Source: an optimization exercise on an open RTL-to-GDS flow (aim: small area, a short achievable clock period and few clock cycles per item). Production flows keep margins and buffers that such runs may drop. RTL that was checked went through simulation tests only; none was proved equivalent to the original.

the baseline:
Design hough_top, start of the top module:
module hough_top (
    input  logic                   clk,
    input  logic                   reset_n,
    input  logic                   start,
    output logic                   busy,
    output logic                   done,
    input  logic                   wr_en,
    input  logic [7:0]             wr_addr,
    input  logic [7:0]             wr_data,
    output logic [7:0]             num_lines,
    output logic [4*8-1:0] line_rho,
    output logic [4*8-1:0] line_theta,
    output logic [4*8-1:0] line_votes
);
    localparam logic [767:0] CELL_W  = 768'h000005bb6dad000005b6db6d000025b6cb6d0000e5b6db6d00012db6cb6d00072db6db6d00392db6db6d00096db6cb6d00496db6596d01bb6db6cb6d01c96db6496d0e5b6db2492d124b6db2392d725b6db1c72d92cb6d8d86e5db6db560001d;
    localparam logic [15:0]  COL_SAT = 16'hfc00;
    localparam logic [1:0] S_IDLE = 2'd0, S_VOTE = 2'd1, S_HIT = 2'd2;
    logic         wq_en;
    logic [4:0]   wq_addr;
    logic [7:0]   wq_data;
    logic [255:0] img;
    logic [15:0]  nz_q;             
    always_ff @(posedge clk or negedge reset_n) begin
        if (!reset_n) wq_en <= 1'b0;
        else          wq_en <= wr_en && (wr_addr[7:5] == 3'd0);
    end
    always_ff @(posedge clk) begin
        wq_addr <= wr_addr[4:0];
  ...
For scale: ~9100 cells after synthesis, ~1500 flip-flops, about 130 I/O pins.
clock: 12.0 ns
lec_check: 0
abc_area: 1
cap_margin: 20
core_margin: 2
core_utilization: 60
cts_cluster_diameter: 80
cts_cluster_size: 24
slew_margin: 20
synth_memory_max_bits: 65536
standard.sh (not shown) runs the stock make flow with config.mk's settings and CLKGATE_MAP_FILE= SYNTH_SCRIPT=/design/flow/synth_recipe.tcl, a recipe that flattens the netlist after the stock synthesis.
==> flow/flow/run.sh <==
#!/bin/bash
set -euo pipefail
MARGIN=${MARGIN:-8.4}
ABCP=${ABCP:-3500}
bash standard.sh SETUP_SLACK_MARGIN=$MARGIN ABC_CLOCK_PERIOD_IN_PS=$ABCP finish > flow_make.log 2>&1
Looking at the reports, the baseline completed the entire flow and the layout it produced met the timing, DRC and antenna checks.
Testbench counts of the baseline, summed over its fixed seeds: cycles 5,014, frames 96.
[inputs] the candidate vs the baseline
- ABC_AREA removed (was 1)
### Flow results
To summarise the candidate: no stage aborted, but the layout did not pass its checks, failing on max-capacitance violations. In the final reports, the cell area of the candidate is larger than that of the baseline. simple AND/OR/NAND/NOR gates as the dominant combinational cell family by area after synthesis was reported by the baseline, and compound AO/OA/AOI/OAI gates by the candidate. Looking at xor and xnor fraction of the mapped netlist area, the candidate sits 0.21 points higher than the baseline does. Cmp the candidate and the baseline / final core utilization / higher: the baseline.

---

run 1:
Another version of the RTL of hough_top (not shown whole).
Size in the first run: ~7,700 cells after synthesis, ~1,600 flip-flops, ~0.080 mm2 of cells after synthesis.
==> flow/config.mk <==
export PLATFORM = sky130hd
export DESIGN_NAME = hough_top
export DESIGN_NICKNAME = hough_top
export VERILOG_FILES = /design/flow/design.v
export SDC_FILE = /design/flow/constraint.sdc
export NUM_CORES = 4
export LEC_CHECK = 0
export CAP_MARGIN = 20
export CORE_MARGIN = 2
export CORE_UTILIZATION = 40
export CTS_CLUSTER_DIAMETER = 80
export CTS_CLUSTER_SIZE = 30
export SLEW_MARGIN = 20
export SYNTH_MEMORY_MAX_BITS = 65536
==> flow/constraint.sdc <==
create_clock -name core_clock -period 12.0 [get_ports {clk}]
set_input_delay 2.4000 -clock core_clock [delete_from_list [all_inputs] [get_ports {clk}]]
set_output_delay 2.4000 -clock core_clock [all_outputs]
set_load 0.01 [all_outputs]
==> flow/flow/run.sh <==
#!/bin/bash
set -euo pipefail
MARGIN=${MARGIN:-8.2}
ABCP=${ABCP:-3500}
bash standard.sh SETUP_SLACK_MARGIN=$MARGIN ABC_CLOCK_PERIOD_IN_PS=$ABCP finish > flow_make.log 2>&1
Testbench counts of run 1, summed over its fixed seeds: cycles 5,523, frames 96.
The inputs of run 5 differ from those of run 1 as listed below.
--- a/flow/config.mk
+++ b/flow/config.mk
@@ -11,2 +10,0 @@
-export CTS_CLUSTER_DIAMETER = 80
-export CTS_CLUSTER_SIZE = 30
Against run 1, clock-buffer cell count in run 5 rose by more than 100%. Measured slew at the worst slew-check pin for run 5: 70 ps down relative to run 1.

---

## nickel
Another version of the RTL of hough_top (not shown whole).
Size: roughly 8700 cells after synthesis, about 1500 flip-flops, roughly 130 I/O pins.
==> flow/config.mk <==
export PLATFORM = sky130hd
export DESIGN_NAME = hough_top
export DESIGN_NICKNAME = hough_top
export VERILOG_FILES = /design/flow/design.v
export SDC_FILE = /design/flow/constraint.sdc
export NUM_CORES = 4
export LEC_CHECK = 0
export ABC_AREA = 1
export CAP_MARGIN = 20
export CORE_MARGIN = 2
export CORE_UTILIZATION = 65
export CTS_CLUSTER_DIAMETER = 80
export CTS_CLUSTER_SIZE = 30
export SLEW_MARGIN = 20
export SYNTH_MEMORY_MAX_BITS = 65536
==> flow/constraint.sdc <==
create_clock -name core_clock -period 12.0 [get_ports {clk}]
set_input_delay 2.4000 -clock core_clock [delete_from_list [all_inputs] [get_ports {clk}]]
set_output_delay 2.4000 -clock core_clock [all_outputs]
set_load 0.01 [all_outputs]
Scripts as last shown in full above: flow/flow/run.sh
[inputs] garnet vs nickel
# nickel
export LEC_CHECK = 0
export ABC_AREA = 1
export CAP_MARGIN = 20
export CORE_MARGIN = 2
export CORE_UTILIZATION = 65
export CTS_CLUSTER_DIAMETER = 80
export CTS_CLUSTER_SIZE = 30
export SLEW_MARGIN = 20
export SYNTH_MEMORY_MAX_BITS = 65536
create_clock -name core_clock -period 12.0 [get_ports {clk}]
# garnet
export LEC_CHECK = 0
export CAP_MARGIN = 20
export CORE_MARGIN = 2
export CORE_UTILIZATION = 65
export CTS_CLUSTER_DIAMETER = 80
export CTS_CLUSTER_SIZE = 30
export SLEW_MARGIN = 20
export SYNTH_MEMORY_MAX_BITS = 65536
create_clock -name core_clock -period 12.0 [get_ports {clk}]
## What came out
- Relative to nickel, global-route usage over all layers increased by 0.94 points in garnet.
- garnet ended up with ha_1 as its standard cell with the maximum stage delay on the critical path; nickel ended up with nor4b_1.
- From nickel to garnet the numbers moved as follows: period utilization climbed 0.17 points, vertical die dimension climbed 3.6 um, number of instances in the synthesized netlist dropped 15%.
- garnet ends up with a number of tap cells added at floorplan that is 76 higher than in nickel.
- Comparing garnet against nickel, there is no change at all in count of pins on the block boundary.
- Comparing number of clock buffers inserted by TritonCTS for garnet and nickel, the bigger number came from garnet.
- garnet vs nickel: worst setup skew after layout up
- garnet has area growth from synthesis to layout below what nickel had.
Function was not checked in any run of this note: the RTL went through the layout flow alone.

---

rev 12:
Another version of the RTL of hough_top (not shown whole).
Size in the first run: about 130 I/O pins, ~78000 um^2 of cells after synthesis.
Settings: LEC_CHECK=0, ABC_AREA=1, CAP_MARGIN=20, CORE_MARGIN=2, CORE_UTILIZATION=60, CTS_CLUSTER_DIAMETER=80, CTS_CLUSTER_SIZE=24, SLEW_MARGIN=20, SYNTH_MEMORY_MAX_BITS=65536; clock period 12.0 ns.
==> flow/flow/run.sh <==
#!/bin/bash
set -euo pipefail
MARGIN=${MARGIN:-8.8}
ABCP=${ABCP:-3500}
bash standard.sh SETUP_SLACK_MARGIN=$MARGIN ABC_CLOCK_PERIOD_IN_PS=$ABCP finish > flow_make.log 2>&1
Rev 12 went all the way through synthesis, placement and routing and the layout is clean on timing, DRC and antenna.
Testbench counts of rev 12, summed over its fixed seeds: cycles 4,696, frames 96.
Inputs modified between rev 12 and rev 13:
==> flow/flow/run.sh <==
#!/bin/bash
set -euo pipefail
MARGIN=${MARGIN:-8.6}
ABCP=${ABCP:-3500}
bash standard.sh SETUP_SLACK_MARGIN=$MARGIN ABC_CLOCK_PERIOD_IN_PS=$ABCP finish > flow_make.log 2>&1
## What came out
- On non-clock inverter instance count of the final layout, rev 12 and rev 13 are neck and neck.
- Going from rev 12 to rev 13, HPWL after detailed placement roughly the same; overall global routing resource usage -0.26 points.

[separate check: timing with driven ports]
No port has a modelled driver above. Below, the same layouts with a new extraction and two added sets of constraints. Step 1 sets driving cells, clkbuf_16 on the clock port and buf_2 on the other inputs (assumed; they add their load-dependent delay and slew). Step 2, shift: input delay + t, output delay - t, t = (earliest + latest rising clock arrival at the registers) / 2. This alone moves slack from input paths to output paths. a / b / c = no drivers / after step 1 / after step 2; a / b = the first two.
run	shift t [ns]	setup slack, ns	worst data-port slew with drivers (ns)
the baseline	0.827	8.282 / 8.197 / 7.818	0.05
the candidate	0.845	8.167 / 8.076 / 7.924	0.05
run 1	0.881	8.172 / 8.124 / 7.961	0.05
run 5	0.907	8.083 / 8.083 / 7.971	0.05
nickel	0.769	8.047 / 8.047 / 7.819	0.05
garnet	0.810	8.027 / 8.027 / 7.909	0.11
rev 12	0.827	8.262 / 8.177 / 8.212	0.11
rev 13	0.835	8.244 / 8.157 / 8.035	0.10
The setup slack of the baseline, which loses most, moves by -0.085 ns with the drivers and by -0.464 ns with both steps. The worst setup slack also covers recovery checks on asynchronous resets.
